This is an optimization exercise on Yosys and OpenROAD, whose aim is small area, not a production implementation.
At most, simulation tests tie the RTL to the original design; equivalence was not proved.
No functional check of the RTL was part of run 7.
Power is estimated from default activity; no workload was simulated. The flow treats the clock pin as an ideal source, which a real chip does not have.

===== flow/flow/run.sh =====
#!/bin/bash
# Layout of the design with three changes to the standard flow:
#  - synthesis maps logic with an area-oriented ABC script (flow/synth_area.tcl);
#  - ports are buffered with sky130_fd_sc_hd__buf_1;
#  - clock tree synthesis inserts no dummy loads and uses larger sink clusters.
# All tool output goes to standard.log here and to ORFS's logs under orfs/logs.
set -euo pipefail
export FLOW_WORK="$(pwd)"
export AREA_ABC_SCRIPT="$FLOW_WORK/flow/abc_area.script"
export BUFFER_PORTS_ARGS="-buffer_cell sky130_fd_sc_hd__buf_1"
export CTS_ARGS="-sink_clustering_enable -repair_clock_nets -dont_use_dummy_load -sink_clustering_size 32 -sink_clustering_max_diameter 90 -buf_list sky130_fd_sc_hd__clkbuf_16"
sed "s#SYNTH_SCRIPT=[^ ]*#SYNTH_SCRIPT=$FLOW_WORK/flow/synth_area.tcl#" standard.sh > standard_area.sh
bash standard_area.sh > standard.log 2>&1

===== flow/config.mk =====
export PLATFORM = sky130hd
export DESIGN_NAME = nvme_host_slave
export DESIGN_NICKNAME = nvme_host_slave
export VERILOG_FILES = /design/flow/design.v
export SDC_FILE = /design/flow/constraint.sdc
export NUM_CORES = 4
export LEC_CHECK = 0
export CAP_MARGIN = 20
export CORE_MARGIN = 2
export CORE_UTILIZATION = 60
export CTS_BUF_LIST = sky130_fd_sc_hd__clkbuf_16
export CTS_CLUSTER_DIAMETER = 80
export CTS_CLUSTER_SIZE = 28
export SLEW_MARGIN = 20

===== flow/standard.sh =====
#!/bin/bash
# synth_recipe.tcl (not shown) runs the flow's synth.tcl, then flattens the netlist and writes it again
# the make line also repeats each setting of config.mk as NAME=value (left out here)
make -C /OpenROAD-flow-scripts/flow DESIGN_CONFIG=/design/flow/config.mk WORK_HOME=/design/flow/orfs CLKGATE_MAP_FILE= SYNTH_SCRIPT=/design/flow/synth_recipe.tcl "${@:-finish}"

===== flow/constraint.sdc =====
create_clock -name core_clock -period 8.0 [get_ports {axi_aclk}]
set_input_delay 1.6000 -clock core_clock [delete_from_list [all_inputs] [get_ports {axi_aclk}]]
set_output_delay 1.6000 -clock core_clock [all_outputs]
set_load 0.01 [all_outputs]

===== flow/design.v =====
package nvme_host_pkg;
  localparam int host_addr_bits = 8;
  typedef enum logic [host_addr_bits-1:0] {
    CONTROL   = 8'h00,
    STATUS    = 8'h04,
    SQ_LEVEL  = 8'h08,
    DPTR_LOW  = 8'h10,
    DPTR_HIGH = 8'h14,
    LBA_LOW   = 8'h18,
    LBA_HIGH  = 8'h1C,
    NLB       = 8'h20,
    COMMAND   = 8'h24
  } reg_addr_e;
  localparam int ctrl_error_on_full = 0;
  localparam int ctrl_clear_error   = 1;
  localparam int stat_sq_overflow   = 0;
  localparam int stat_sq_full       = 4;
  localparam int cmd_type_bit   = 0;
  localparam int cmd_queue_lsb  = 4;
  localparam int cmd_action_lsb = 8;
  typedef enum logic [7:0] {
    NVME_WRITE = 8'h01,
    NVME_READ  = 8'h02
  } nvme_opcode_e;
  localparam int cqe_sq_head_lsb = 64;
  localparam int cqe_cid_lsb     = 96;
  localparam logic [31:0] doorbell_base = 32'h0000_1000;
  function automatic logic [31:0] doorbell_addr(input int q, input logic is_cq);
    doorbell_addr = doorbell_base + 8 * (q + 1) + (is_cq ? 4 : 0);
  endfunction
  function automatic int rx_cq_limit(input int num_queues, input int sq_depth);
    rx_cq_limit = num_queues * sq_depth;
  endfunction
endpackage
`timescale 1ns/10ps
import nvme_host_pkg::*;
module nvme_host_slave #(
  parameter int NUM_QUEUES = 2,
  parameter int SQ_DEPTH   = 16,
  parameter int TX_ADDR_BITS = $clog2(NUM_QUEUES * SQ_DEPTH * 4),
  parameter int RX_ADDR_BITS = $clog2(NUM_QUEUES * SQ_DEPTH) + 1
) (
  input  logic                      axi_aclk,
  input  logic                      axi_aresetn,
  input  logic [host_addr_bits-1:0] awaddr,
  input  logic                      awvalid,
  output logic                      awready,
  input  logic [31:0]               wdata,
  input  logic [3:0]                wstrb,
  input  logic                      wvalid,
  output logic                      wready,
  output logic [1:0]                bresp,
  output logic                      bvalid,
  input  logic                      bready,
  input  logic [host_addr_bits-1:0] araddr,
  input  logic                      arvalid,
  output logic                      arready,
  output logic [31:0]               rdata,
  output logic [1:0]                rresp,
  output logic                      rvalid,
  input  logic                      rready,
  output logic [3:0]                tx_write,
  output logic [TX_ADDR_BITS-1:0]   tx_waddr,
  output logic [127:0]              tx_wdata,
  input  logic                      rx_write_valid,
  input  logic [RX_ADDR_BITS-1:0]   rx_waddr,
  input  logic [127:0]              rx_wdata,
  output logic                      pcie_write,
  output logic [31:0]               pcie_waddr,
  output logic [31:0]               pcie_wdata,
  input  logic                      pcie_wdone
);
  localparam logic [3:0] R_CTRL = 4'd0;
  localparam logic [3:0] R_STAT = 4'd1;
  localparam logic [3:0] R_LVL  = 4'd2;
  localparam logic [3:0] R_DLO  = 4'd3;
  localparam logic [3:0] R_DHI  = 4'd4;
  localparam logic [3:0] R_LLO  = 4'd5;
  localparam logic [3:0] R_LHI  = 4'd6;
  localparam logic [3:0] R_NLB  = 4'd7;
  localparam logic [3:0] R_CMD  = 4'd8;
  localparam logic [3:0] R_BAD  = 4'd15;
  function automatic logic [3:0] reg_code(input logic [7:0] a);
    case (a)
      8'h00:   reg_code = R_CTRL;
      8'h04:   reg_code = R_STAT;
      8'h08:   reg_code = R_LVL;
      8'h10:   reg_code = R_DLO;
      8'h14:   reg_code = R_DHI;
      8'h18:   reg_code = R_LLO;
      8'h1C:   reg_code = R_LHI;
      8'h20:   reg_code = R_NLB;
      8'h24:   reg_code = R_CMD;
      default: reg_code = R_BAD;
    endcase
  endfunction
  logic        armed;       
  logic        aw_got, w_got;
  logic        st_b1;       
  logic        st_b2;       
  logic        bv, rv;      
  logic        we;
  logic [3:0]  wa, ra;
  logic [31:0] wd_n;        
  logic [31:0] wd;
  assign wd = ~wd_n;
  logic        err;
  logic [7:0]  lvl_snap;
  logic        dph;
  logic [31:0] pa_n [2];    
  logic [31:0] pb_n [2];    
  logic [31:0] pc_n [2];    
  logic        ctrl_ok;     
  logic        eof_q;       
  logic        eof;
  logic        overflow;
  logic [31:0] command_n;
  logic [31:0] command;
  assign command = ~command_n;
  assign eof_q   = ~(dph ? pc_n[0][0] : pc_n[1][0]);
  logic [7:0]  ring [4][4];
  logic [1:0]  phase;
  logic        seq_clr;     
  logic        pend;
  logic        bw, t0, t1, t2, t3;
  logic [3:0]  tail [2];
  logic [3:0]  head [2];
  logic [3:0]  cqh  [2];
  logic [3:0]  db_req;
  logic        db_wait;
  logic [1:0]  sel;
  logic [3:0]  db_val;
  logic idle, aw_hs, w_hs, ar_hs, aw_have, w_have, go_rd, go_wr;
  assign idle    = ~(st_b1 | st_b2 | pend | bv | rv);
  assign awready = armed & ~aw_got;
  assign wready  = armed & ~w_got;
  assign arready = armed & ~aw_got & ~w_got;
  assign aw_hs   = awvalid & awready;
  assign w_hs    = wvalid & wready;
  assign ar_hs   = arvalid & arready;
  assign aw_have = aw_got | aw_hs;
  assign w_have  = w_got | w_hs;
  assign go_rd   = idle & ar_hs;
  assign go_wr   = idle & ~ar_hs & aw_have & w_have;
  assign bvalid = bv;
  assign rvalid = rv;
  assign bresp  = {err, 1'b0};
  assign rresp  = {err, 1'b0};
  logic [3:0] lvl0, lvl1;
  logic [1:0] full;
  assign lvl0 = tail[0] - head[0];
  assign lvl1 = tail[1] - head[1];
  assign full = {&lvl1, &lvl0};
  assign eof = eof_q & ctrl_ok;
  logic [3:0] a_code;
  logic       cmd_q;
  assign a_code = command[11:8];
  assign cmd_q  = command[4];
  logic wr_cmd_err, b1_err, cmd_go;
  assign wr_cmd_err = full[wd[4]] & eof;
  always_comb begin
    if (we) begin
      case (wa)
        R_CTRL, R_DLO, R_DHI, R_LLO, R_LHI, R_NLB: b1_err = 1'b0;
        R_CMD:   b1_err = wr_cmd_err;
        default: b1_err = 1'b1;
      endcase
    end else begin
      b1_err = (ra == R_BAD);
    end
  end
  assign cmd_go = pend & ~full[cmd_q];
  always_ff @(posedge axi_aclk or negedge axi_aresetn) begin
    if (!axi_aresetn) begin
      armed    <= 1'b0;
      aw_got   <= 1'b0;
      w_got    <= 1'b0;
      st_b1    <= 1'b0;
      st_b2    <= 1'b0;
      bv       <= 1'b0;
      rv       <= 1'b0;
      pend     <= 1'b0;
      ctrl_ok  <= 1'b0;
      overflow <= 1'b0;
    end else begin
      armed <= idle & ~go_rd & ~go_wr;
      if (idle) begin
        if (aw_hs) aw_got <= 1'b1;
        if (w_hs)  w_got  <= 1'b1;
        if (go_wr) begin
          aw_got <= 1'b0;
          w_got  <= 1'b0;
        end
      end
      st_b1 <= go_rd | go_wr;
      st_b2 <= (st_b1 & ~(we & (wa == R_CMD) & ~wr_cmd_err)) | cmd_go;
      if (st_b1 & we & (wa == R_CMD) & ~wr_cmd_err) pend <= 1'b1;
      if (cmd_go) pend <= 1'b0;
      if (st_b2) begin
        bv <= we;
        rv <= ~we;
      end
      if (bv & bready) bv <= 1'b0;
      if (rv & rready) rv <= 1'b0;
      if (st_b1 & we) begin
        if (wa == R_CTRL) begin
          ctrl_ok <= 1'b1;
          if (wd[1]) overflow <= 1'b0;
        end
        if (wa == R_CMD && wr_cmd_err) overflow <= 1'b1;
      end
    end
  end
  always_ff @(posedge axi_aclk) begin
    if (go_rd | go_wr) we <= go_wr;
    if (aw_hs) wa <= reg_code(awaddr);
    if (ar_hs) ra <= reg_code(araddr);
    if (w_hs)  wd_n <= ~(wdata & {{8{wstrb[3]}}, {8{wstrb[2]}}, {8{wstrb[1]}}, {8{wstrb[0]}}});
    if (st_b1) begin
      err      <= b1_err;
      lvl_snap <= {lvl1, lvl0};
    end
    if (st_b1 & we & (wa == R_CMD)) command_n <= wd_n;
  end
  logic wr_any, wr_next, land_a, land_b, land_c;
  assign wr_any = (st_b1 & we) | wr_next;
  assign land_a = wr_any & (((wa == R_DLO) & dph) | ((wa == R_LLO) & ~dph));
  assign land_b = wr_any & (((wa == R_DHI) & dph) | ((wa == R_LHI) & ~dph));
  assign land_c = wr_any & (((wa == R_NLB) & dph) | ((wa == R_CTRL) & ~dph));
  always_ff @(posedge axi_aclk) begin
    dph     <= ~dph;
    wr_next <= st_b1 & we;
    pa_n[0] <= land_a ? wd_n : pa_n[1];
    pa_n[1] <= pa_n[0];
    pb_n[0] <= land_b ? wd_n : pb_n[1];
    pb_n[1] <= pb_n[0];
    pc_n[0] <= land_c ? (wd_n | {30'd0, ~dph, 1'b0}) : pc_n[1];
    pc_n[1] <= pc_n[0];
  end
  logic rs_ctrl, rs_stat, rs_lvl, rs_cmd;
  logic s_dlo, s_dhi, s_llo, s_lhi, s_nlb;
  logic [31:0] x_lo, x_hi, x_nc;
  assign rs_ctrl = rv & (ra == R_CTRL) & ctrl_ok;
  assign rs_stat = rv & (ra == R_STAT);
  assign rs_lvl  = rv & (ra == R_LVL);
  assign rs_cmd  = rv & (ra == R_CMD);
  assign s_dlo   = t1 | (rv & (ra == R_DLO));
  assign s_dhi   = t1 | (rv & (ra == R_DHI));
  assign s_llo   = t2 | (rv & (ra == R_LLO));
  assign s_lhi   = t2 | (rv & (ra == R_LHI));
  assign s_nlb   = t3 | (rv & (ra == R_NLB));
  assign x_lo = (~pa_n[0] & {32{dph ? s_llo : s_dlo}}) | (~pa_n[1] & {32{dph ? s_dlo : s_llo}});
  assign x_hi = (~pb_n[0] & {32{dph ? s_lhi : s_dhi}}) | (~pb_n[1] & {32{dph ? s_dhi : s_lhi}});
  assign x_nc = (~pc_n[0] & {32{dph ? rs_ctrl : s_nlb}}) | (~pc_n[1] & {32{dph ? s_nlb : rs_ctrl}});
  assign rdata = x_lo | x_hi | x_nc | (command & {32{rs_cmd}}) |
                 ({26'd0, &lvl_snap[7:4], &lvl_snap[3:0], 3'd0, overflow} & {32{rs_stat}}) |
                 ({20'd0, lvl_snap[7:4], 4'd0, lvl_snap[3:0]} & {32{rs_lvl}});
  logic       busy;
  logic [1:0] slot;
  logic [7:0] seq_cur;
  logic [7:0] seq_d;
  assign busy    = t0 | t1 | t2 | t3;
  assign slot    = a_code[3:2] + phase;
  assign seq_cur = ring[a_code[1:0]][slot];
  assign seq_d   = (seq_cur + 8'd1) & {8{~seq_clr}};
  always_ff @(posedge axi_aclk or negedge axi_aresetn) begin
    if (!axi_aresetn) begin
      bw      <= 1'b0;
      t0      <= 1'b0;
      t1      <= 1'b0;
      t2      <= 1'b0;
      t3      <= 1'b0;
      phase   <= 2'd0;
      seq_clr <= 1'b1;
    end else begin
      bw      <= cmd_go;
      t0      <= bw;
      t1      <= t0;
      t2      <= t1;
      t3      <= t2;
      phase   <= phase + 2'd1;
      if (phase == 2'd3) seq_clr <= 1'b0;
    end
  end
  always_ff @(posedge axi_aclk) begin
    for (int r = 0; r < 4; r++) begin
      if (seq_clr || (busy && a_code[1:0] == 2'(r) && slot == 2'd3)) ring[r][0] <= seq_d;
      else                                                           ring[r][0] <= ring[r][3];
      ring[r][1] <= ring[r][0];
      ring[r][2] <= ring[r][1];
      ring[r][3] <= ring[r][2];
    end
  end
  assign tx_write = {4{busy}};
  assign tx_waddr = {cmd_q, tail[cmd_q], t2 | t3, t1 | t3};
  assign tx_wdata = {x_hi, x_lo, 32'd0,
                     {seq_cur, a_code, 3'b000, cmd_q} & {16{t0}},
                     x_nc[15:0] | {14'd0, t0 & ~command[0], t0 & command[0]}};
  logic       cqe_hit;
  logic       cqe_q;
  logic [3:0] db_done;
  assign cqe_hit = rx_write_valid & ~rx_waddr[RX_ADDR_BITS-1];
  assign cqe_q   = rx_wdata[cqe_cid_lsb];
  always_comb begin
    db_done = '0;
    if (db_wait & pcie_wdone) db_done[sel] = 1'b1;
  end
  always_ff @(posedge axi_aclk or negedge axi_aresetn) begin
    if (!axi_aresetn) begin
      db_req  <= '0;
      tail[0] <= '0;
      tail[1] <= '0;
      head[0] <= '0;
      head[1] <= '0;
      cqh[0]  <= '0;
      cqh[1]  <= '0;
    end else begin
      db_req <= db_req & ~db_done;
      if (t3) begin
        tail[cmd_q]     <= tail[cmd_q] + 4'd1;
        db_req[2 + cmd_q] <= 1'b1;
      end
      if (cqe_hit) begin
        head[cqe_q]   <= rx_wdata[cqe_sq_head_lsb +: 4];
        cqh[cqe_q]    <= cqh[cqe_q] + 4'd1;
        db_req[cqe_q] <= 1'b1;
      end
    end
  end
  logic [1:0] pick;
  logic [3:0] pick_val;
  always_comb begin
    if (db_req[0])      pick = 2'd0;
    else if (db_req[1]) pick = 2'd1;
    else if (db_req[2]) pick = 2'd2;
    else                pick = 2'd3;
    case (pick)
      2'd0:    pick_val = cqh[0];
      2'd1:    pick_val = cqh[1];
      2'd2:    pick_val = tail[0];
      default: pick_val = tail[1];
    endcase
  end
  always_ff @(posedge axi_aclk or negedge axi_aresetn) begin
    if (!axi_aresetn) begin
      db_wait    <= 1'b0;
      pcie_write <= 1'b0;
    end else begin
      pcie_write <= ~db_wait & (|db_req);
      if (~db_wait & (|db_req)) db_wait <= 1'b1;
      else if (db_wait & pcie_wdone) db_wait <= 1'b0;
    end
  end
  always_ff @(posedge axi_aclk) begin
    if (~db_wait) sel <= pick;
    db_val <= pick_val;
  end
  assign pcie_waddr = {19'd0, 1'b1, 7'd0, sel[0], ~sel[0], ~sel[1], 2'b00};
  assign pcie_wdata = {28'd0, db_val};
endmodule

===== flow/flow/synth_area.tcl =====
# The standard flow's synthesis script, with ABC's technology mapping run from an area-oriented
# script (flow/abc_area.script) instead of ORFS's speed script. Registers are mapped
# before ABC runs, so they are the same as in the standard synthesis.
proc abc {args} {
  set i [lsearch -exact $args -script]
  if {$i >= 0} { lset args [expr {$i + 1}] $::env(AREA_ABC_SCRIPT) }
  yosys abc {*}$args
}
source $::env(FLOW_WORK)/synth_recipe.tcl

===== flow/flow/abc_area.script =====
strash
&get -n
&st
&synch2
&dch -f
&nf -a
&put
topo
stime -c

==> run_results.csv, run 1 <==
group,metric,value,unit
status,status,"complete, no violations",
hold_path,worstHoldPathCells,0,
clock_network,cts_sinks,458,
die,die_h,170,um
cells_and_area,final_area,18000,um^2
timing,rsz0062_at_grt,"false",
critical_path,crit_required,6.40,ns
clock_network,ctsResizeCount,0,
synth,synthCells,1380,
clock_network,cts_tree,"done",
die,die-width,170,um
synth,ys_seq_area_share,62.2,%
critical_path,start_kind,"register",
clock_network,cts_buffers,18,
global_route,overflow,0,
synth,netlist-cell-type-count,63,
synth,synth_area_per_cell,11.9,um^2
timing,hold_violations,0,
synth,ys_seq_elements,458,
routing,dr.pass1.iters,5,
clock_network,cts_buffer_depth,3,
timing,drv_slew,0,
synth,ys.flop_type,"dfxtp_1",
synth,ys.warnings.count,8,
cells_and_area,fin_util,66.7,%
global_route,antenna_found_initial,1,
timing,fin_ws,2.18,ns
clock_network,root_buffer,"clkbuf_16",
cells_and_area,instances_no_fill,1964,
die,fp.coreArea,27000,um^2
synth,synth_enable_flop_cells,84,
die,initial_core_util,61.1,%
placed_design,gp_congestion,0.839,
timing,slew_headroom,27.2,%
clock_network,htree_levels,1,
global_route,grt_pass1_vias,10733,
synth,synthXorXnorAreaFrac,1.34,%
synth,synth_top_family_by_area,"compound AO/OA/AOI/OAI gates",
synth,syn_area,16500,um^2
cells_and_area,multi_input_area,5770,um^2
pwr,powerDensity,281,nW/um^2
routing,totalWireLength,39500,um
pwr,power,5.05,mW
timing,setup_violations,0,
die,io_pins,440,
critical_path,regToRegSetupSlack,3.61,ns
routing,vias,11439,
global_route,grt_pass1_wl,60000,um
clock_network,post_cts_buffers,0,
flow_run,max_cap_viol_count,0,
critical_path,crit_fanout,25,
placed_design,placed_cells,1945,
cells_and_area,layout.nets,1832,
die,dieArea,28800,um^2
cells_and_area,n_fill_cell,2146,
synth,synth_top_area_share,39.6,%
critical_path,endpoint_kind,"output pin",
timing,holdWs,0.295,ns
hold_path,hp-class,"register to register",
synth,async_reset_ff_share,10.5,%
clock_network,clk_latency,0.54,ns
placed_design,io_buffers,217,
cells_and_area,area_growth,9.09,%
synth,synth_fa_ha_area_share,1.08,%
global_route,grt_util_all_layers,26.8,%
critical_path,crit_type,"register to output pin",
clock_network,hold_buffers,0,
synth,yosysMostFrequentCell,"dfxtp_1",
timing,layout_worst_path_cycle_share,72.7,%
routing,wl_per_cell,20.1,um
timing,fin_setup_tns,0,ns
placed_design,place_hpwl,26000,um
pwr,p_leak,7.29,nW
synth,synth-simple-area-share,10.6,%
synth,synth-compound-area-share,12.1,%
placed_design,post-place-ws,2.82,ns
routing,drtIter0Drc,1026,
timing,tightest_slew,1.08,ns
synth,synth_top_area_cell,"dfxtp_1",
routing,antenna_left,0,
timing,period_needed,5.82,ns
timing,max_freq,172,MHz
global_route,grt_max_degree,49,
clock_network,clk_pin_slew_worst_paths,0.12,ns
cells_and_area,seqCellArea,10300,um^2
routing,drc,0,
die,rows,60,
critical_path,arrival,4.22,ns
routing,drt-vias-per-instance,5.82,
synth,muxShareOfSynthArea,7.24,%
placed_design,place_area,17500,um^2
critical_path,reg2regPathDepth,11,
synth,synth_common_cells,"dfxtp_1, mux2_1, nand2_1",
timing,clock_skew,0.0551,ns
synth,ys_top_cells_by_area,"dfxtp_1, edfxtp_1, mux2_1",
cells_and_area,drive_gt1_share,3.08,%
pwr,ir_worst_vdd,0.237,mV
==> layout by cell type, fill, tap and decap left out, drive strengths merged, types with 15 or more instances in the layout <==
master,instances
clkinv,33
dfxtp,326
a21oi,41
o21ai,46
or4,32
a22o,15
nor2b,22
nor2,78
buf,233
clkbuf,19
edfxtp,84
o22ai,98
and3,20
conb,94
dfrtp,47
mux2,105
nand2,105
==> per-layer routing <==
layer / vias to the layer above / global-route usage [%] / share of wire [%]
met1: 5535 / 38.4 / 45
met5: - / 0 / 0
met3: 50 / 3.29 / 7.3
li1: 5398 / - / -
met2: 456 / 43.9 / 46
met4: 0 / 6.28 / 1.9
==> final timing paths <==
check,from,to
worst max-delay path,command_n[10],tx_wdata[25]
worst min-delay path,bw,t0
worst max register to register,command_n[10],ring[8][4]
worst min register to register,bw,t0
max in group asynchronous,axi_aresetn,ctrl_ok
min in group asynchronous,axi_aresetn,w_got
==> critical path, stage by stage (launching register included) <==
cell      delay, ns
edfxtp_1       0.40
clkinv_1       0.08
ha_1           0.77
clkinv_1       0.42
nor3_1         0.97
nand2_1        0.13
and3_1         0.18
a31oi_1        0.40
and2_0         0.18
buf_1          0.15
==> logic make-up (layout without fill, tap and decap cells) <==
kind of cell / after synthesis / in the layout
adders and majority gates: 13 / 13
DFF: 458 / 458
and+or+nand+nor: 343 / 343
muxes: 106 / 106
xor gates and xnor gates: 22 / 22
other: 2 / 95
buffers and inverters: 135 / 285
AOI/OAI and AO/OA: 301 / 301
==> registers in the layout, indices dropped and copies added, names as in the netlist, 2 cells and up <==
signal,flops
ring,128
db_req,4
pb_n,64
wa,4
tail,8
lvl_snap,8
phase,2
sel,2
head,8
ra,4
pc_n,64
command_n,32
cqh,8
db_val,4
pa_n,64
wd_n,32
==> where the power goes <==
part	total, mW	switching (mW)	internal [mW]	leakage, nW
logic	1.04	0.644	0.394	3.09
registers	2.95	0.221	2.73	3.98
clock network	1.07	0.659	0.410	0.222
==> final cells by class <==
| class | count | share of cell area, % |
|---|---|---|
| flip-flops and latches | 458 | 57.1 |
| multi-input cells | 879 | 32.1 |
| repair buffers | 234 | 5.25 |
| clock buffers | 18 | 2.51 |
| well taps | 341 | 2.37 |
| inverters | 33 | 0.689 |
| diodes | 1 | 0.0139 |
==> inputs of run 2 (changes only) <==
--- a/flow/flow/run.sh
+++ b/flow/flow/run.sh
@@ -5,2 +5,3 @@
 #  - clock tree synthesis inserts no dummy loads and uses larger sink clusters.
+#  - repair_tie_fanout is skipped, so one tie cell drives the constant outputs.
 # All tool output goes to standard.log here and to ORFS's logs under orfs/logs.
@@ -9,2 +10,3 @@
 export AREA_ABC_SCRIPT="$FLOW_WORK/flow/abc_area.script"
+export SKIP_REPAIR_TIE_FANOUT=1
 export BUFFER_PORTS_ARGS="-buffer_cell sky130_fd_sc_hd__buf_1"
==> flow/flow/abc_area.script (replaced) <==
strash
dch -f
amap -F 20 -A 30
topo
stime -c
==> run 2 against run 1 <==
Net effect: sequential power fell by 7.1%; first-iteration DRC count rose by 31%; die area fell by 3.0%; clock skew fell by 0.019 ns; routed wire length rose by 7.5%; clock power barely moved; still clean; cell count fell by 3.5%.
==> run_results.csv, run 2 <==
group,metric,value,unit
clock_network,cts_tree,"done",
timing,fin_ws,2.74,ns
global_route,grt_pass1_vias,10884,
timing,drv_slew,0,
clock_network,clk_latency,0.53,ns
global_route,overflow,0,
pwr,power,5.02,mW
hold_path,min-delay-start,"pc_n[0][7]",
timing,clock_skew,0.0363,ns
clock_network,cts_buffers,18,
pwr,p_comb_share,24.2,%
placed_design,placed_cells,1877,
hold_path,hp-class,"register to register",
critical_path,regToRegSetupSlack,3.63,ns
synth,ys_top_cells_by_area,"dfxtp_1, edfxtp_1, dfrtp_1",
clock_network,post_cts_buffers,0,
pwr,ir_worst_vdd,0.214,mV
placed_design,post-place-ws,3.28,ns
clock_network,root_buffer,"clkbuf_16",
pwr,netSwitchingFraction,32.4,%
timing,slew_headroom,26.4,%
global_route,grt_util_all_layers,29.5,%
die,fp.coreArea,26100,um^2
cells_and_area,layout.nets,1771,
timing,max_freq,190,MHz
synth,synth_top_area_cell,"dfxtp_1",
synth,ys_seq_area_share,64.2,%
timing,tightest_slew,1.10,ns
synth,synth_top_area_share,40.9,%
pwr,powerDensity,294,nW/um^2
synth,ys.flop_type,"dfxtp_1",
pwr,clkPwrFrac,21.2,%
routing,wl_per_cell,22.4,um
pwr,power.internal,3.39,mW
placed_design,gp_congestion,0.866,
clock_network,htree_levels,1,
timing,rsz0062_at_grt,"false",
hold_path,holdPathEnd,"pc_n[1][7]",
global_route,grt_pass1_wl,63600,um
cells_and_area,mostFrequentLayoutCell,"dfxtp_1",
cells_and_area,final_cell_mix,"dfxtp_1, buf_1, o22ai_1",
global_route,antenna_found_initial,0,
critical_path,crit_fanout,8,
pwr,p_switching,1.62,mW
synth,netlist-cell-type-count,41,
timing,setup_violations,0,
routing,vias,11643,
pwr,p_seq_share,54.6,%
critical_path,reg2regPathDepth,17,
placed_design,place_hpwl,29100,um
clock_network,cts_buffer_depth,3,
synth,async_reset_ff_share,10.5,%
routing,drt-vias-per-instance,6.14,
synth,synth_common_cells,"dfxtp_1, o22ai_1, clkinv_1",
synth,synth_enable_flop_cells,84,
critical_path,endpoint_kind,"output pin",
synth,yosysMostFrequentCell,"dfxtp_1",
die,die-width,167,um
die,initial_core_util,61.2,%
timing,period_needed,5.26,ns
synth,ys_seq_elements,458,
cells_and_area,diodes,0,
critical_path,start_kind,"register",
placed_design,io_buffers,217,
die,rows,59,
die,io_pins,440,
clock_network,ctsResizeCount,0,
timing,hold_violations,0,
timing,layout_worst_path_cycle_share,65.8,%
routing,drc,0,
critical_path,r2r-end,"ring[12][7]",
synth,synthCells,1407,
pwr,p_leak,6.15,nW
critical_path,r2r-start,"command_n[10]",
flow_run,max_cap_viol_count,0,
cells_and_area,instances_no_fill,1896,
timing,fin_setup_tns,0,ns
cells_and_area,drive_gt1_share,3.01,%
routing,dr.pass1.iters,7,
die,die_h,167,um
routing,totalWireLength,42500,um
status,status,"complete, no violations",
critical_path,crit_type,"register to output pin",
hold_path,worstHoldPathCells,0,
clock_network,hold_buffers,0,
global_route,grt_max_degree,94,
routing,antenna_left,0,
routing,drtIter0Drc,1341,
die,dieArea,27900,um^2
synth,syn_area,16000,um^2
critical_path,arrival,3.66,ns
clock_network,clk_pin_slew_worst_paths,0.11,ns
critical_path,crit_required,6.40,ns
synth,ys.warnings.count,8,
clock_network,cts_sinks,458,
cells_and_area,largest_register_ffs,128,
synth,synth_area_per_cell,11.3,um^2
cells_and_area,area_growth,6.91,%
cells_and_area,largest_register,"ring",
[run 2: cell type report]
class | instances | area, um^2
inverter | 128 | 480
clock buffer | 18 | 450
sequential | 458 | 10300
timing repair buffer | 238 | 971
tap | 335 | 419
fill | 2134 | 9000
multi-input combinational | 719 | 4490
[run 2: worst max-delay path, stage by stage (launching register included)]
cell and delay (ns):
edfxtp_1 0.50, clkinv_1 0.11, ha_1 0.21, nor2_1 0.09
a21oi_1 0.06, nand2_1 0.07, o21ai_0 0.13, clkinv_1 0.09
nand2_1 0.13, nor3_1 0.81, a221oi_1 0.35, nand4_1 0.17
o22ai_1 0.12, nor2_1 0.12, buf_1 0.18
[run 2: cell families (layout without fill, tap and decap cells)]
kind of cell | count (synthesis) | in the layout | share of synthesized area, %
AOI/OAI and AO/OA | 432 | 432 | 19.0
adders and majority gates | 13 | 13 | 1.11
other | 2 | 2 | 0.0471
buffers and inverters | 230 | 384 | 7.81
DFF | 458 | 458 | 64.2
and+or+nand+nor | 272 | 272 | 7.82
[run 2: per-stage QoR]
stage | hold slack (ns) | area, um^2 | util (%)
floorplan | 0.330 | 16000 | -
global placement | 0.332 | 16600 | 63.7
detailed placement | 0.336 | 16600 | 63.7
CTS | 0.327 | 17000 | 65.4
global route | 0.327 | 17100 | 65.5
finish | 0.320 | 17100 | 65.5
[run 2: how the worst max path moves through the flow]
stage | startpoint | endpoint | slack (ns) | depth (start not counted)
after floorplan | st_b1 | pb_n[0][0] | 2.50 | 6
after global placement | command_n[10] | tx_wdata[26] | 3.32 | 14
after detailed placement | command_n[10] | tx_wdata[26] | 3.28 | 14
after CTS | command_n[10] | tx_wdata[26] | 2.70 | 14
after global routing | command_n[10] | tx_wdata[30] | 2.40 | 14
final | command_n[10] | tx_wdata[30] | 2.74 | 14
[run 2: power by group through the flow]
stage,clock network (mW),registers (mW),logic (mW)
3_3_place_gp,0,2.78,1.20
2_1_floorplan,0,2.75,0.768
4_1_cts,1.08,2.74,1.21
5_1_grt,1.16,2.77,1.33
6_report,1.06,2.74,1.21
3_5_place_dp,0,2.79,1.21
[run 2: per-layer routing]
layer,GRT usage [%],wire length (um),vias to the layer above
met3,7.63,4170,47
met4,6.22,762,0
met5,0,0,-
met2,44.6,18500,468
li1,-,-,5424
met1,43.3,19000,5704
==> inputs of run 3 (changes only) <==
==> flow/flow/abc_area.script (replaced) <==
strash
&get -n
&st
&synch2
&put
dch -f
amap -F 20 -A 30
topo
stime -c
==> run 3 against run 2 <==
Net effect: clock skew grew 0.011 ns; sequential power grew 6%; critical path type unchanged; highest routed layer unchanged; core utilization grew 0.14 points; still clean.
==> run_results.csv, run 3 <==
group,metric,value,unit
clock_network,cts_sinks,458,
synth,ys_seq_area_share,64.3,%
placed_design,post-place-ws,2.50,ns
synth,synth_fa_ha_area_share,1.11,%
placed_design,place_area,16600,um^2
synth,synthCells,1391,
pwr,p_seq_share,60.0,%
timing,fin_ws,1.80,ns
placed_design,gp_congestion,0.922,
synth,async_reset_ff_share,10.5,%
global_route,antenna_found_initial,2,
routing,vias,11810,
pwr,powerDensity,283,nW/um^2
die,fp.coreArea,26100,um^2
routing,drc,0,
synth,muxShareOfSynthArea,0,%
routing,antenna_left,0,
timing,layout_worst_path_cycle_share,77.6,%
critical_path,crit_type,"register to output pin",
timing,setup_violations,0,
pwr,ir_worst_vdd,0.291,mV
critical_path,crit_required,6.40,ns
synth,ys.flop_type,"dfxtp_1",
synth,synth_top_family_by_area,"compound AO/OA/AOI/OAI gates",
die,dieArea,27900,um^2
die,die_h,167,um
cells_and_area,layout.nets,1754,
routing,drt-vias-per-instance,6.28,
pwr,netSwitchingFraction,29.0,%
synth,ys.warnings.count,8,
clock_network,clk_pin_slew_worst_paths,0.12,ns
hold_path,hp-class,"register to register",
critical_path,r2r-start,"command_n[10]",
timing,tightest_slew,0.985,ns
synth,syn_area,15900,um^2
clock_network,post_cts_buffers,0,
status,status,"complete, no violations",
synth,synth-compound-area-share,19.3,%
timing,drv_slew,0,
pwr,power.internal,3.44,mW
synth,synth_top_area_share,40.9,%
die,initial_core_util,61.2,%
timing,period_needed,6.20,ns
clock_network,root_buffer,"clkbuf_16",
synth,synth_top_area_cell,"dfxtp_1",
pwr,p_comb_share,17.9,%
routing,wl_per_cell,24.2,um
cells_and_area,mostFrequentLayoutCell,"dfxtp_1",
cells_and_area,drive_gt1_share,3.24,%
critical_path,endpoint_kind,"output pin",
cells_and_area,largest_register,"ring",
flow_run,max_cap_viol_count,0,
cells_and_area,final_cell_mix,"dfxtp_1, buf_1, o22ai_1",
synth,yosysMostFrequentCell,"dfxtp_1",
routing,totalWireLength,45400,um
die,io_pins,440,
routing,drtIter0Drc,1277,
clock_network,hold_buffers,0,
synth,synth_area_per_cell,11.5,um^2
hold_path,min-delay-start,"pc_n[0][6]",
synth,synthXorXnorAreaFrac,0,%
critical_path,arrival,4.60,ns
synth,ys_seq_elements,458,
timing,clock_skew,0.0477,ns
pwr,p_switching,1.41,mW
placed_design,place_hpwl,31100,um
routing,dr.pass1.iters,7,
timing,slew_headroom,34.3,%
clock_network,cts_tree,"done",
synth,netlist-cell-type-count,49,
synth,ys_top_cells_by_area,"dfxtp_1, edfxtp_1, dfrtp_1",
clock_network,clk_latency,0.54,ns
clock_network,cts_buffers,18,
synth,synth_enable_flop_cells,84,
critical_path,crit_start,"command_n[10]",
synth,synth-simple-area-share,8.20,%
global_route,overflow,0,
timing,rsz0062_at_grt,"false",
cells_and_area,final_area,17100,um^2
die,rows,59,
placed_design,io_buffers,217,
critical_path,start_kind,"register",
synth,synth_common_cells,"dfxtp_1, o22ai_1, o22a_1",
clock_network,htree_levels,1,
pwr,clkPwrFrac,22.2,%
global_route,grt_max_degree,94,
cells_and_area,largest_register_ffs,128,
critical_path,crit_fanout,13,
global_route,grt_pass1_wl,67600,um
cells_and_area,area_growth,7.23,%
global_route,grt_util_all_layers,31.7,%
global_route,grt_pass1_vias,11295,
timing,hold_violations,0,
clock_network,ctsResizeCount,0,
die,die-width,167,um
clock_network,cts_buffer_depth,3,
timing,max_freq,161,MHz
pwr,p_leak,6.31,nW
timing,fin_setup_tns,0,ns
-- run 3: cell count changes after synthesis, moves of 13 or more --
| cell | change |
|---|---|
| nor3_1 | -36 |
| o21ai_0 | +13 |
| nor2_1 | +23 |
| clkinv_1 | -31 |
| a22oi_1 | +15 |
| or3_1 | -17 |
| a221oi_1 | -19 |
| o22ai_1 | -44 |
| or4_1 | +29 |
| nand2_1 | +22 |
-- run 3: layout make-up --
cell class / instances / area (um^2)
timing repair buffer: 237 / 966
sequential: 458 / 10300
antenna: 1 / 2.50
tap: 335 / 419
clock buffer: 18 / 450
inverter: 97 / 364
multi-input combinational: 734 / 4650
fill: 2099 / 8960
-- run 3: path summary, 6_finish.rpt --
| check | to | slack, ns | depth (start not counted) |
|---|---|---|---|
| worst min-delay path | pc_n[1][6] | 0.30 | 0 |
| worst min register to register | pc_n[1][6] | 0.30 | 0 |
| min in group asynchronous | db_wait | 1.15 | 2 |
| worst max-delay path | tx_wdata[31] | 1.80 | 15 |
| worst max register to register | ring[8][4] | 3.10 | 19 |
| max in group asynchronous | t1 | 6.42 | 2 |
-- run 3: kinds of logic after synthesis --
kind of cell | after synthesis
compound gates | 433
fa+ha+maj | 13
buf+inv | 199
flops | 458
other cells | 2
simple gates | 286
-- run 3: routing by layer --
layer	global-route usage (%)	vias to the layer above	routed length (um)
li1	-	5402	-
met1	47.4	5760	19900
met2	47.1	600	19800
met3	7.46	48	4770
met4	7.27	0	923
met5	0	-	0
-- run 3: through the flow --
| stage | instances | util, % | total power [mW] | hold WS (ns) |
|---|---|---|---|---|
| finish | 1880 | 65.6 | 4.84 | 0.296 |
| global placement | 1861 | 63.8 | 3.79 | 0.331 |
| detailed placement | 1861 | 63.9 | 3.82 | 0.335 |
| global route | 1879 | 65.6 | 5.05 | 0.306 |
| CTS | 1879 | 65.6 | 4.86 | 0.299 |
| floorplan | 1391 | - | 3.49 | 0.326 |
-- run 3: power by group through the flow --
| stage | Sequential (mW) | Combinational [mW] | Clock [mW] |
|---|---|---|---|
| finish | 2.90 | 0.865 | 1.07 |
| global route | 2.94 | 0.945 | 1.16 |
| CTS | 2.90 | 0.869 | 1.09 |
| detailed placement | 2.95 | 0.865 | 0 |
| global placement | 2.94 | 0.853 | 0 |
| floorplan | 2.90 | 0.584 | 0 |
-- run 3: worst max-delay path, cell delays in order, from the launching register on --
cell	delay, ns
edfxtp_1	0.39
clkinv_1	0.07
ha_1	0.21
nor2_1	0.09
a21oi_1	0.06
o21ai_1	0.63
nor2_1	0.36
nand2_1	0.50
clkinv_1	0.44
a221oi_1	0.32
nand2_1	0.09
a221oi_1	0.28
nand3_1	0.15
o22ai_1	0.25
nor2_1	0.07
buf_1	0.14
==> inputs of run 4 (changes only) <==
==> flow/flow/abc_area.script (replaced) <==
strash
&get -n
&st
&synch2
&dch -f
&nf -a
&put
topo
stime -c
==> run 4 against run 3 <==
Net effect: global-route usage fell by 3.7 points; fmax rose by 5.2%; still clean on timing, DRC and antenna; die area rose by 3.2%.
==> run_results.csv, run 4 <==
group,metric,value,unit
synth,ys.flop_type,"dfxtp_1",
global_route,grt_util_all_layers,28.0,%
timing,fin_setup_tns,0,ns
clock_network,ctsResizeCount,0,
synth,netlist-cell-type-count,63,
routing,dr.pass1.iters,5,
critical_path,crit_fanout,25,
cells_and_area,mostFrequentLayoutCell,"dfxtp_1",
routing,vias,11253,
critical_path,start_kind,"register",
timing,drv_slew,0,
timing,rsz0062_at_grt,"false",
placed_design,place_hpwl,27000,um
critical_path,crit_required,6.40,ns
global_route,grt_pass1_vias,10939,
placed_design,place_area,17200,um^2
pwr,p_leak,6.99,nW
clock_network,cts_tree,"done",
cells_and_area,largest_register_ffs,128,
synth,ys_seq_elements,458,
die,die_h,170,um
routing,wl_per_cell,21.9,um
critical_path,crit_type,"register to output pin",
timing,hold_violations,0,
timing,tightest_slew,1.08,ns
synth,ys_top_cells_by_area,"dfxtp_1, edfxtp_1, mux2_1",
synth,synth_common_cells,"dfxtp_1, mux2_1, nand2_1",
placed_design,io_buffers,217,
cells_and_area,drive_gt1_share,3.33,%
synth,async_reset_ff_share,10.5,%
timing,max_freq,169,MHz
clock_network,root_buffer,"clkbuf_16",
synth,synth_top_area_share,39.6,%
pwr,power,5.09,mW
timing,period_needed,5.90,ns
die,initial_core_util,61.1,%
critical_path,endpoint_kind,"output pin",
critical_path,cpLargestDelayFamily,"simple AND/OR/NAND/NOR gates",
critical_path,slowest_delay,0.96,ns
placed_design,gp_congestion,0.849,
clock_network,clk_pin_slew_worst_paths,0.12,ns
synth,ys_seq_area_share,62.2,%
flow_run,max_cap_viol_count,0,
pwr,ir_worst_vdd,0.239,mV
clock_network,clk_latency,0.54,ns
cells_and_area,final_area,17600,um^2
cells_and_area,final_cell_mix,"dfxtp_1, buf_1, nand2_1, mux2_1, o22ai_1",
synth,synth_area_per_cell,11.9,um^2
cells_and_area,fin_util,65.4,%
global_route,grt_max_degree,94,
cells_and_area,area_growth,7.06,%
critical_path,path_buf_inv,3,
synth,yosysMostFrequentCell,"dfxtp_1",
routing,drc,0,
die,fp.coreArea,27000,um^2
timing,layout_worst_path_cycle_share,73.8,%
critical_path,path_cells,"clkinv_1 -> ha_1 -> clkinv_1 -> nor3_1 -> nand2_1 -> and3_1 -> a31oi_1 -> and2_0 -> buf_1",
cells_and_area,layout.nets,1741,
hold_path,hp-class,"register to register",
clock_network,post_cts_buffers,0,
clock_network,cts_sinks,458,
critical_path,crit_path_frequent_cell,"clkinv_1",
die,io_pins,440,
routing,totalWireLength,41100,um
routing,drt-vias-per-instance,6.01,
cells_and_area,largest_register,"ring",
synth,synthCells,1380,
clock_network,cts_buffer_depth,3,
timing,slew_headroom,27.7,%
pwr,powerDensity,288,nW/um^2
synth,syn_area,16500,um^2
critical_path,arrival,4.30,ns
synth,ys.warnings.count,8,
timing,setup_violations,0,
die,rows,60,
status,status,"complete, no violations",
clock_network,htree_levels,1,
clock_network,cts_buffers,18,
routing,drtIter0Drc,809,
global_route,overflow,0,
die,dieArea,28800,um^2
clock_network,hold_buffers,0,
die,die-width,170,um
synth,synth_top_area_cell,"dfxtp_1",
global_route,grt_pass1_wl,61900,um
global_route,antenna_found_initial,1,
critical_path,slowest_stage,"nor3_1",
timing,clock_skew,0.0469,ns
synth,synth_enable_flop_cells,84,
routing,antenna_left,0,
[run 4: cell types whose count changed in the layout (fill, tap and decap cells not counted), sizes merged, moves of 11 or more]
cell,before,now
xnor2,0,12
o22a,110,3
a22o,3,15
and3,1,20
mux2,0,105
a222oi,19,2
nor2,98,78
nor2b,0,22
o21ai,71,46
o31ai,1,12
o22ai,123,98
clkinv,97,33
nor3,24,13
[run 4: final cells by class]
type / instances / area (um^2)
sequential: 458 / 10300
fill: 2213 / 9320
multi-input combinational: 787 / 5430
timing repair buffer: 235 / 951
clock buffer: 18 / 450
tap: 341 / 427
inverter: 33 / 124
antenna: 1 / 2.50
[run 4: final timing paths]
check	start	slack [ns]	end	cells past startpoint
worst max-delay path	command_n[10]	2.10	tx_wdata[25]	9
worst min-delay path	ring[5][6]	0.34	ring[6][6]	0
worst max register to register	command_n[10]	3.53	ring[12][4]	11
worst min register to register	ring[5][6]	0.34	ring[6][6]	0
max in group asynchronous	axi_aresetn	6.39	rv	2
min in group asynchronous	axi_aresetn	1.16	cqh[0][2]	2
[run 4: kinds of logic after synthesis]
| family | count (synthesis) | share of synthesized area (%) |
|---|---|---|
| AND/OR/NAND/NOR | 343 | 10.6 |
| multiplexers | 106 | 7.24 |
| AO/OA/AOI/OAI | 301 | 12.1 |
| adder cells (fa/ha/maj) | 13 | 1.08 |
| XOR/XNOR | 22 | 1.34 |
| other | 2 | 0.0456 |
| flip-flops | 458 | 62.2 |
| buffers and inverters | 135 | 5.40 |
[run 4: stage by stage]
| stage | setup slack, ns | hold WS (ns) | std cells |
|---|---|---|---|
| after floorplan | 1.19 | 0.323 | 1380 |
| after global placement | 2.80 | 0.325 | 1854 |
| after detailed placement | 2.72 | 0.330 | 1854 |
| after CTS | 2.14 | 0.347 | 1872 |
| after global routing | 1.83 | 0.352 | 1873 |
| final | 2.10 | 0.345 | 1873 |
[run 4: layer usage]
layer,part of all wire (%),track usage (%),vias to the layer above
met5,0,0,-
li1,-,-,5287
met2,47,46.5,325
met4,3.1,8.55,0
met3,5.1,3.24,56
met1,45,38.7,5585
[run 4: where the power goes]
group          switching, mW  total (mW)  internal, mW
clock                  0.671        1.08         0.410
sequential             0.227        2.95          2.73
combinational          0.657        1.05         0.393
total                   1.56        5.09          3.53
==> inputs of run 5 (changes only) <==
--- a/flow/flow/run.sh
+++ b/flow/flow/run.sh
@@ -2,3 +2,3 @@
 # Layout of the design with three changes to the standard flow:
-#  - synthesis maps logic with an area-oriented ABC script (flow/synth_area.tcl);
+#  - synthesis maps logic with an area-oriented ABC script (flow/synth_area.tcl, amap);
 #  - ports are buffered with sky130_fd_sc_hd__buf_1;
==> flow/flow/abc_area.script (replaced) <==
strash
dch -f
amap -F 20 -A 30
topo
stime -c
==> run 5 against run 4 <==
Net effect: global-route usage is 1.5 points higher; non-clock buffer count is 3 higher; die area is 3.0% lower; via count is 3.5% higher; clock skew is 0.011 ns lower; core utilization hardly changed; critical path type unchanged.
==> run_results.csv, run 5 <==
group,metric,value,unit
pwr,p_seq_share,54.6,%
critical_path,slowest_stage,"nor3_1",
critical_path,crit_required,6.40,ns
timing,slew_headroom,26.4,%
pwr,p_switching,1.62,mW
pwr,powerDensity,294,nW/um^2
timing,tightest_slew,1.10,ns
cells_and_area,largest_register,"ring",
pwr,netSwitchingFraction,32.4,%
timing,fin_setup_tns,0,ns
pwr,power.internal,3.39,mW
timing,rsz0062_at_grt,"false",
timing,setup_violations,0,
global_route,antenna_found_initial,0,
routing,drtIter0Drc,1341,
synth,ys_seq_area_share,64.2,%
synth,async_reset_ff_share,10.5,%
pwr,p_comb_share,24.2,%
timing,drv_slew,0,
cells_and_area,mostFrequentLayoutCell,"dfxtp_1",
clock_network,clk_pin_slew_worst_paths,0.11,ns
timing,period_needed,5.26,ns
synth,netlist-cell-type-count,41,
synth,yosysMostFrequentCell,"dfxtp_1",
flow_run,max_cap_viol_count,0,
cells_and_area,diodes,0,
critical_path,arrival,3.66,ns
synth,syn_area,16000,um^2
timing,max_freq,190,MHz
synth,ys.warnings.count,8,
global_route,grt_pass1_vias,10884,
timing,hold_violations,0,
cells_and_area,largest_register_ffs,128,
synth,ys.flop_type,"dfxtp_1",
placed_design,post-place-ws,3.28,ns
critical_path,start_kind,"register",
synth,ys_top_cells_by_area,"dfxtp_1, edfxtp_1, dfrtp_1",
critical_path,endpoint_kind,"output pin",
status,status,"complete, no violations",
pwr,ir_worst_vdd,0.214,mV
critical_path,crit_fanout,8,
placed_design,io_buffers,217,
synth,synthCells,1407,
die,io_pins,440,
die,dieArea,27900,um^2
die,die-width,167,um
clock_network,clk_latency,0.53,ns
cells_and_area,layout.nets,1771,
synth,synth_common_cells,"dfxtp_1, o22ai_1, clkinv_1",
clock_network,cts_tree,"done",
critical_path,path_cells,"clkinv_1 -> ha_1 -> nor2_1 -> a21oi_1 -> nand2_1 -> o21ai_0 -> clkinv_1 -> nand2_1 -> nor3_1 -> a221oi_1 -> nand4_1 -> o22ai_1 -> nor2_1 -> buf_1",
hold_path,hp-class,"register to register",
clock_network,cts_buffer_depth,3,
routing,vias,11643,
synth,ys_seq_elements,458,
global_route,grt_util_all_layers,29.5,%
clock_network,cts_buffers,18,
cells_and_area,final_cell_mix,"dfxtp_1, buf_1, o22ai_1",
timing,fin_ws,2.74,ns
routing,drc,0,
critical_path,slowest_delay,0.81,ns
cells_and_area,n_fill_cell,2134,
pwr,clkPwrFrac,21.2,%
routing,antenna_left,0,
die,die_h,167,um
clock_network,hold_buffers,0,
routing,totalWireLength,42500,um
global_route,grt_max_degree,94,
synth,synth_enable_flop_cells,84,
cells_and_area,area_growth,6.91,%
timing,layout_worst_path_cycle_share,65.8,%
die,fp.coreArea,26100,um^2
synth,synth_top_area_share,40.9,%
clock_network,post_cts_buffers,0,
global_route,grt_pass1_wl,63600,um
clock_network,htree_levels,1,
critical_path,crit_type,"register to output pin",
cells_and_area,drive_gt1_share,3.01,%
placed_design,place_hpwl,29100,um
routing,drt-vias-per-instance,6.14,
clock_network,ctsResizeCount,0,
timing,clock_skew,0.0363,ns
synth,synth_top_area_cell,"dfxtp_1",
pwr,p_leak,6.15,nW
placed_design,gp_congestion,0.866,
clock_network,root_buffer,"clkbuf_16",
routing,wl_per_cell,22.4,um
die,rows,59,
routing,dr.pass1.iters,7,
die,initial_core_util,61.2,%
synth,synth_area_per_cell,11.3,um^2
clock_network,cts_sinks,458,
global_route,overflow,0,
[run 5: cell count changes in the layout (fill, tap and decap cells not counted), moves of 29 or more]
cell and delta:
o22a_1 +108, mux2_1 -105, nor3_1 +46, clkinv_1 +95, nand2_1 -29, or4_1 -30
o22ai_1 +69
[run 5: per-layer routing]
layer / GRT usage (%) / vias to the layer above / share of wire [%]
met2: 44.6 / 468 / 44
met1: 43.3 / 5704 / 45
met3: 7.63 / 47 / 9.8
met4: 6.22 / 0 / 1.8
met5: 0 / - / 0
li1: - / 5424 / -
[run 5: final cells by class]
type / count / area (um^2) / share of cell area, %
sequential: 458 / 10300 / 60.1
multi-input combinational: 719 / 4490 / 26.3
timing repair buffer: 238 / 971 / 5.69
inverter: 128 / 480 / 2.82
clock buffer: 18 / 450 / 2.64
tap: 335 / 419 / 2.46
[run 5: worst paths after layout]
check                           slack (ns)           end           from  cells after the start
max in group asynchronous             6.37    tail[0][3]    axi_aresetn                      2
worst max register to register        3.63   ring[12][7]  command_n[10]                     17
min in group asynchronous             1.18      phase[1]    axi_aresetn                      2
worst max-delay path                  2.74  tx_wdata[30]  command_n[10]                     14
worst min-delay path                  0.32    pc_n[1][7]     pc_n[0][7]                      0
worst min register to register        0.32    pc_n[1][7]     pc_n[0][7]                      0
[run 5: per-stage QoR]
| step | cells | power (mW) | hold slack, ns | cell area [um^2] | util (%) |
|---|---|---|---|---|---|
| finish | 1896 | 5.02 | 0.320 | 17100 | 65.5 |
| global route | 1896 | 5.26 | 0.327 | 17100 | 65.5 |
| CTS | 1895 | 5.03 | 0.327 | 17000 | 65.4 |
| detailed placement | 1877 | 4.00 | 0.336 | 16600 | 63.7 |
| global placement | 1877 | 3.98 | 0.332 | 16600 | 63.7 |
| floorplan | 1407 | 3.52 | 0.330 | 16000 | - |
[run 5: power by group through the flow]
| stage | clock network [mW] | registers [mW] | logic, mW |
|---|---|---|---|
| global placement | 0 | 2.78 | 1.20 |
| detailed placement | 0 | 2.79 | 1.21 |
| global route | 1.16 | 2.77 | 1.33 |
| floorplan | 0 | 2.75 | 0.768 |
| CTS | 1.08 | 2.74 | 1.21 |
| finish | 1.06 | 2.74 | 1.21 |
[run 5: worst max-delay path: cells and delay by family, from the launching register on]
| kind | cells | cell delay, ns |
|---|---|---|
| AO/OA/AOI/OAI | 4 | 0.66 |
| adder cells (fa/ha/maj) | 1 | 0.21 |
| buffers and inverters | 3 | 0.38 |
| flip-flops | 1 | 0.50 |
| AND/OR/NAND/NOR | 6 | 1.39 |
[run 5: kinds of logic (layout without fill, tap and decap cells)]
kind of cell	after synthesis	in the layout	share of synthesized area, %
DFF	458	458	64.2
AOI/OAI and AO/OA	432	432	19.0
and+or+nand+nor	272	272	7.82
buffers and inverters	230	384	7.81
adders and majority gates	13	13	1.11
other	2	2	0.0471
==> inputs of run 6 (changes only) <==
--- a/flow/flow/run.sh
+++ b/flow/flow/run.sh
@@ -12,3 +12,3 @@
 export BUFFER_PORTS_ARGS="-buffer_cell sky130_fd_sc_hd__buf_1"
-export CTS_ARGS="-sink_clustering_enable -repair_clock_nets -dont_use_dummy_load -sink_clustering_size 32 -sink_clustering_max_diameter 90 -buf_list sky130_fd_sc_hd__clkbuf_16"
+export CTS_ARGS="-sink_clustering_enable -repair_clock_nets -dont_use_dummy_load -sink_clustering_size 34 -sink_clustering_max_diameter 70 -buf_list sky130_fd_sc_hd__clkbuf_16"
 sed "s#SYNTH_SCRIPT=[^ ]*#SYNTH_SCRIPT=$FLOW_WORK/flow/synth_area.tcl#" standard.sh > standard_area.sh
==> run 6 against run 5 <==
Net effect: die area did not move; register-to-register slack barely moved; via count fell by 0.11%; routed wire length fell by 0.26%; global-route usage barely moved; clock skew barely moved; clock power barely moved; synthesized area did not move; setup slack improved by 0.037 ns; synthesized cell count did not move; largest cell class unchanged.
==> run_results.csv, run 6 <==
group,metric,value,unit
synth,syn_area,16000,um^2
die,fp.coreArea,26100,um^2
critical_path,r2r-start,"command_n[10]",
timing,max_freq,191,MHz
cells_and_area,instances_no_fill,1897,
synth,ys_seq_elements,458,
routing,dr.pass1.iters,6,
timing,drv_slew,0,
synth,synth_area_per_cell,11.3,um^2
cells_and_area,drive_gt1_share,3.07,%
timing,clock_skew,0.0358,ns
timing,holdWs,0.315,ns
timing,tightest_slew,1.13,ns
critical_path,crit_type,"register to output pin",
placed_design,place_area,16600,um^2
global_route,grt_util_all_layers,29.5,%
routing,drtIter0Drc,1205,
global_route,grtUsageMet1,42.9,%
synth,ys.warnings.count,8,
critical_path,arrival,3.63,ns
global_route,met2_usage,44.7,%
synth,ys_top_cells_by_area,"dfxtp_1, edfxtp_1, dfrtp_1",
die,io_pins,440,
cells_and_area,diodes,0,
placed_design,gp_congestion,0.866,
clock_network,hold_buffers,0,
timing,period_needed,5.23,ns
hold_path,hp-class,"register to register",
synth,synth_common_cells,"dfxtp_1, o22ai_1, clkinv_1",
cells_and_area,final_cell_mix,"dfxtp_1, buf_1, o22ai_1",
routing,antenna_left,0,
critical_path,start_kind,"register",
placed_design,io_buffers,217,
global_route,grt_pass1_vias,10965,
critical_path,endpoint_kind,"output pin",
placed_design,place_hpwl,29100,um
clock_network,ctsResizeCount,0,
die,die_h,167,um
routing,vias,11630,
synth,async_reset_ff_share,10.5,%
clock_network,cts_sinks,458,
synth,ys.flop_type,"dfxtp_1",
flow_run,max_cap_viol_count,0,
cells_and_area,mostFrequentLayoutCell,"dfxtp_1",
clock_network,cts_buffers,19,
synth,synth_top_area_cell,"dfxtp_1",
status,status,"complete, no violations",
timing,fin_ws,2.77,ns
cells_and_area,final_area,17100,um^2
cells_and_area,seqCellArea,10300,um^2
cells_and_area,multi_input_area,4490,um^2
die,die-width,167,um
synth,synthCells,1407,
global_route,use_met3,8.13,%
routing,drc,0,
die,dieArea,27900,um^2
pwr,p_leak,6.16,nW
clock_network,clk_pin_slew_worst_paths,0.12,ns
placed_design,post-place-ws,3.28,ns
critical_path,crit_fanout,8,
die,rows,59,
cells_and_area,fin_util,65.6,%
routing,drt-vias-per-instance,6.13,
timing,hold_violations,0,
critical_path,crit_start,"command_n[10]",
pwr,power,5.04,mW
timing,rsz0062_at_grt,"false",
timing,fin_setup_tns,0,ns
global_route,grt_pass1_wl,63600,um
hold_path,min-delay-start,"pa_n[0][9]",
clock_network,cts_buffer_depth,3,
cells_and_area,area_growth,7.07,%
synth,ys_seq_area_share,64.2,%
global_route,antenna_found_initial,0,
cells_and_area,largest_register_ffs,128,
synth,yosysMostFrequentCell,"dfxtp_1",
clock_network,clk_latency,0.54,ns
critical_path,crit_required,6.40,ns
synth,synth_enable_flop_cells,84,
routing,wl_per_cell,22.3,um
global_route,busiest_layer,"met2",
timing,slew_headroom,25.0,%
clock_network,cts_tree,"done",
pwr,ir_worst_vdd,0.245,mV
global_route,grt_max_degree,94,
placed_design,placed_cells,1877,
timing,layout_worst_path_cycle_share,65.3,%
pwr,powerDensity,295,nW/um^2
synth,synth_top_area_share,40.9,%
timing,setup_violations,0,
clock_network,htree_levels,1,
clock_network,root_buffer,"clkbuf_16",
cells_and_area,layout.nets,1772,
global_route,overflow,0,
die,initial_core_util,61.2,%
routing,totalWireLength,42400,um
clock_network,post_cts_buffers,0,
cells_and_area,n_fill_cell,2134,
synth,netlist-cell-type-count,41,
cells_and_area,largest_register,"ring",
run 6: final timing paths:
path                                 to  slack, ns  cells past startpoint
max                        tx_wdata[30]       2.77                     14
min                          pa_n[1][9]       0.31                      0
max reg2reg                  ring[8][4]       3.64                     18
min reg2reg                  pa_n[1][9]       0.31                      0
max in group asynchronous    tail[1][2]       6.39                      2
min in group asynchronous      phase[0]       1.17                      2
run 6: power by group:
| group | switching, mW | leakage [nW] | internal [mW] |
|---|---|---|---|
| sequential | 0.155 | 3.96 | 2.58 |
| clock | 0.659 | 0.234 | 0.431 |
| combinational | 0.811 | 1.96 | 0.398 |
run 6: cell type report:
| type | count | share of cell area [%] |
|---|---|---|
| well taps | 335 | 2.45 |
| inverters | 128 | 2.81 |
| clock buffers | 19 | 2.78 |
| repair buffers | 238 | 5.68 |
| flip-flops and latches | 458 | 60.0 |
| multi-input cells | 719 | 26.3 |
run 6: cells by family (layout without fill, tap and decap cells):
family	after synthesis	count (layout)	share of synthesized area [%]
compound gates	432	432	19.0
fa+ha+maj	13	13	1.11
buf+inv	230	385	7.81
flops	458	458	64.2
other cells	2	2	0.0471
simple gates	272	272	7.82
run 6: layer usage:
metal	part of all wire, %	up-vias
li1	-	5420
met1	44	5646
met2	44	519
met3	11	45
met4	1.6	0
met5	0	-
run 6: worst max-delay path, cell delays in order (launching register included):
cell and delay (ns):
edfxtp_1 0.49, clkinv_1 0.10, ha_1 0.21, nor2_1 0.09, a21oi_1 0.06, nand2_1 0.07, o21ai_0 0.13, clkinv_1 0.09
nand2_1 0.13, nor3_1 0.81, a221oi_1 0.35, nand4_1 0.17, o22ai_1 0.11, nor2_1 0.12, buf_1 0.17
==> inputs of run 7 (changes only) <==
--- a/flow/design.v
+++ b/flow/design.v
@@ -111,3 +111,4 @@
   logic [31:0] pb_n [2];    
-  logic [31:0] pc_n [2];    
+  logic [1:0]  tph;
+  logic [31:0] pc_n [3];
   logic        ctrl_ok;     
@@ -116,6 +117,15 @@
   logic        overflow;
-  logic [31:0] command_n;
   logic [31:0] command;
-  assign command = ~command_n;
-  assign eof_q   = ~(dph ? pc_n[0][0] : pc_n[1][0]);
+  logic [2:0]  at_nlb, at_ctrl, at_cmd;    
+  always_comb begin
+    case (tph)
+      2'd1:    begin at_nlb = 3'b010; at_ctrl = 3'b100; at_cmd = 3'b001; end
+      2'd2:    begin at_nlb = 3'b100; at_ctrl = 3'b001; at_cmd = 3'b010; end
+      default: begin at_nlb = 3'b001; at_ctrl = 3'b010; at_cmd = 3'b100; end
+    endcase
+  end
+  assign command = ~((pc_n[0] & {32{at_cmd[0]}}) | (pc_n[1] & {32{at_cmd[1]}}) |
+                     (pc_n[2] & {32{at_cmd[2]}}));
+  assign eof_q   = ~((pc_n[0][0] & at_ctrl[0]) | (pc_n[1][0] & at_ctrl[1]) |
+                     (pc_n[2][0] & at_ctrl[2]));
   logic [7:0]  ring [4][4];
@@ -171,3 +181,3 @@
   end
-  assign cmd_go = pend & ~full[cmd_q];
+  assign cmd_go = pend & ~full[wd[4]];
   always_ff @(posedge axi_aclk or negedge axi_aresetn) begin
@@ -222,12 +232,14 @@
     end
-    if (st_b1 & we & (wa == R_CMD)) command_n <= wd_n;
   end
-  logic wr_any, wr_next, land_a, land_b, land_c;
-  assign wr_any = (st_b1 & we) | wr_next;
+  logic wr_any, wr_next, wr_next2, land_a, land_b, land_c;
+  assign wr_any = (st_b1 & we) | wr_next | wr_next2;
   assign land_a = wr_any & (((wa == R_DLO) & dph) | ((wa == R_LLO) & ~dph));
   assign land_b = wr_any & (((wa == R_DHI) & dph) | ((wa == R_LHI) & ~dph));
-  assign land_c = wr_any & (((wa == R_NLB) & dph) | ((wa == R_CTRL) & ~dph));
+  assign land_c = wr_any & (((wa == R_NLB) & at_nlb[2]) | ((wa == R_CTRL) & at_ctrl[2]) |
+                            ((wa == R_CMD) & at_cmd[2]));
   always_ff @(posedge axi_aclk) begin
     dph     <= ~dph;
-    wr_next <= st_b1 & we;
+    wr_next  <= st_b1 & we;
+    wr_next2 <= wr_next;
+    tph      <= (tph == 2'd2 || tph == 2'd3) ? 2'd0 : tph + 2'd1;
     pa_n[0] <= land_a ? wd_n : pa_n[1];
@@ -236,4 +248,5 @@
     pb_n[1] <= pb_n[0];
-    pc_n[0] <= land_c ? (wd_n | {30'd0, ~dph, 1'b0}) : pc_n[1];
+    pc_n[0] <= land_c ? (wd_n | {30'd0, wa == R_CTRL, 1'b0}) : pc_n[2];
     pc_n[1] <= pc_n[0];
+    pc_n[2] <= pc_n[1];
   end
@@ -253,4 +266,6 @@
   assign x_hi = (~pb_n[0] & {32{dph ? s_lhi : s_dhi}}) | (~pb_n[1] & {32{dph ? s_dhi : s_lhi}});
-  assign x_nc = (~pc_n[0] & {32{dph ? rs_ctrl : s_nlb}}) | (~pc_n[1] & {32{dph ? s_nlb : rs_ctrl}});
-  assign rdata = x_lo | x_hi | x_nc | (command & {32{rs_cmd}}) |
+  logic [2:0] s_c;
+  assign s_c  = (at_nlb & {3{s_nlb}}) | (at_ctrl & {3{rs_ctrl}}) | (at_cmd & {3{rs_cmd}});
+  assign x_nc = (~pc_n[0] & {32{s_c[0]}}) | (~pc_n[1] & {32{s_c[1]}}) | (~pc_n[2] & {32{s_c[2]}});
+  assign rdata = x_lo | x_hi | x_nc |
                  ({26'd0, &lvl_snap[7:4], &lvl_snap[3:0], 3'd0, overflow} & {32{rs_stat}}) |
--- a/flow/flow/run.sh
+++ b/flow/flow/run.sh
@@ -12,3 +12,3 @@
 export BUFFER_PORTS_ARGS="-buffer_cell sky130_fd_sc_hd__buf_1"
-export CTS_ARGS="-sink_clustering_enable -repair_clock_nets -dont_use_dummy_load -sink_clustering_size 34 -sink_clustering_max_diameter 70 -buf_list sky130_fd_sc_hd__clkbuf_16"
+export CTS_ARGS="-sink_clustering_enable -repair_clock_nets -dont_use_dummy_load -sink_clustering_size 32 -sink_clustering_max_diameter 90 -buf_list sky130_fd_sc_hd__clkbuf_16"
 sed "s#SYNTH_SCRIPT=[^ ]*#SYNTH_SCRIPT=$FLOW_WORK/flow/synth_area.tcl#" standard.sh > standard_area.sh
==> run 7 against run 6 <==
Net effect: clock skew rose by 0.021 ns; synthesized cell count increased by 2.1%; highest routed layer unchanged; still clean on timing, DRC and antenna; sequential share of layout area shrank 1.3 points; largest power group unchanged; synthesized area unchanged; setup slack lost 1.1 ns; non-clock buffer count down 4; core utilization fell by 0.20 points.
==> run_results.csv, run 7 <==
group,metric,value,unit
timing,rsz0062_at_grt,"false",
timing,clock_skew,0.0572,ns
clock_network,cts_sinks,461,
timing,period_needed,6.32,ns
pwr,powerDensity,306,nW/um^2
cells_and_area,largest_register,"ring",
timing,fin_setup_tns,0,ns
synth,synth_top_area_share,45.3,%
critical_path,r2r-start,"tph[0]",
synth,synth_common_cells,"dfxtp_1, o22ai_1, clkinv_1",
critical_path,arrival,4.72,ns
timing,max_freq,158,MHz
global_route,grt_max_degree,94,
critical_path,start_kind,"register",
timing,layout_worst_path_cycle_share,79.0,%
critical_path,endpoint_kind,"output pin",
routing,dr.pass1.iters,6,
synth,synthCells,1437,
routing,antenna_left,0,
pwr,ir_worst_vdd,0.250,mV
timing,hold_violations,0,
critical_path,slowest_delay,0.83,ns
clock_network,ctsResizeCount,0,
critical_path,crit_path_end,"tx_wdata[29]",
synth,synth_top_area_cell,"dfxtp_1",
critical_path,slowest_stage,"nor3_1",
synth,ys_top_cells_by_area,"dfxtp_1, edfxtp_1, dfrtp_1",
synth,ys_seq_area_share,62.6,%
clock_network,clk_latency,0.53,ns
timing,tightest_slew,1.08,ns
status,status,"complete, no violations",
clock_network,cts_buffer_depth,3,
clock_network,cts_buffers,18,
cells_and_area,largest_register_ffs,128,
cells_and_area,final_cell_mix,"dfxtp_1, buf_1, o22ai_1",
timing,holdWs,0.300,ns
pwr,p_leak,6.34,nW
critical_path,crit_fanout,12,
timing,drv_slew,0,
clock_network,cts_tree,"done",
critical_path,crit_required,6.40,ns
cells_and_area,fin_util,65.4,%
critical_path,path_cells,"clkinv_1 -> ha_1 -> a222oi_1 -> ha_1 -> nor2_1 -> a21oi_1 -> nand2_1 -> o21ai_0 -> nand2_1 -> nor3_1 -> a221oi_1 -> nand4_1 -> o22ai_1 -> nor2_1 -> buf_1",
flow_run,max_cap_viol_count,0,
global_route,grt_util_all_layers,28.5,%
routing,totalWireLength,41000,um
routing,drt-vias-per-instance,6.09,
clock_network,root_buffer,"clkbuf_16",
## run 7: cell types whose count changed in the layout (fill, tap and decap cells not counted), moves of 13 or more
cell	delta
dfxtp_1	+35
edfxtp_1	-32
nor2_1	+19
o22ai_1	-17
o21ai_0	-14
o21bai_1	+14
nand2_1	-13
## run 7: report_power, final
group	total, mW	leakage, nW	internal [mW]	switching, mW
registers	2.85	3.97	2.66	0.194
clock network	1.07	0.222	0.410	0.655
logic	1.30	2.15	0.449	0.849
## run 7: critical path: cells and delay by family (launching register included)
kind                       cells  cell delay, ns
AOI/OAI and AO/OA              5            1.27
and+or+nand+nor                6            1.47
DFF                            1            0.40
adders and majority gates      2            0.75
buffers and inverters          2            0.28
## run 7: layout make-up
cell class / instances / area (um^2)
diodes: 1 / 2.50
clock buffers: 18 / 450
fillers: 2219 / 9020
inverters: 139 / 522
multi-input cells: 735 / 4710
flip-flops and latches: 461 / 9990
well taps: 335 / 419
repair buffers: 234 / 943
## run 7: worst min-delay path by stage
stage | from | to | slack [ns] | cells after the start
2_1_floorplan | ring[2][2] | ring[3][2] | 0.33 | 0
3_3_place_gp | ring[1][6] | ring[2][6] | 0.33 | 0
3_5_place_dp | bw | t0 | 0.33 | 0
4_1_cts | pb_n[0][12] | pb_n[1][12] | 0.31 | 0
5_1_grt | pb_n[0][12] | pb_n[1][12] | 0.31 | 0
6_report | pb_n[0][12] | pb_n[1][12] | 0.30 | 0
## run 7: cells by family (layout without fill, tap and decap cells)
| family | after synthesis | count (layout) | synth area share [%] |
|---|---|---|---|
| compound gates | 428 | 428 | 19.4 |
| fa+ha+maj | 17 | 17 | 1.43 |
| buf+inv | 241 | 391 | 8.07 |
| flops | 461 | 461 | 62.6 |
| other cells | 2 | 3 | 0.0471 |
| simple gates | 288 | 288 | 8.45 |
## run 7: metrics by stage
stage          area [um^2]  cells
4_1_cts              17000   1922
6_report             17000   1923
3_3_place_gp         16600   1904
2_1_floorplan        16000   1437
5_1_grt              17000   1922
3_5_place_dp         16600   1904
## run 7: metal layers
metal / track usage [%] / vias up / routed length [um] / part of all wire (%)
met2: 45.8 / 490 / 18600 / 45
met1: 41.7 / 5674 / 18500 / 45
met4: 5.55 / 0 / 764 / 1.9
met3: 4.04 / 49 / 3150 / 7.7
met5: 0 / - / 0 / 0
li1: - / 5504 / - / -

Re-timed with assumed drivers on the ports (clkbuf_16 on the clock, buf_2 on other inputs), run 7 has 1.632 ns of setup slack against 1.682 ns with ideal ports, and 2.182 ns once port delays also move by the mid clock arrival of 0.550 ns.
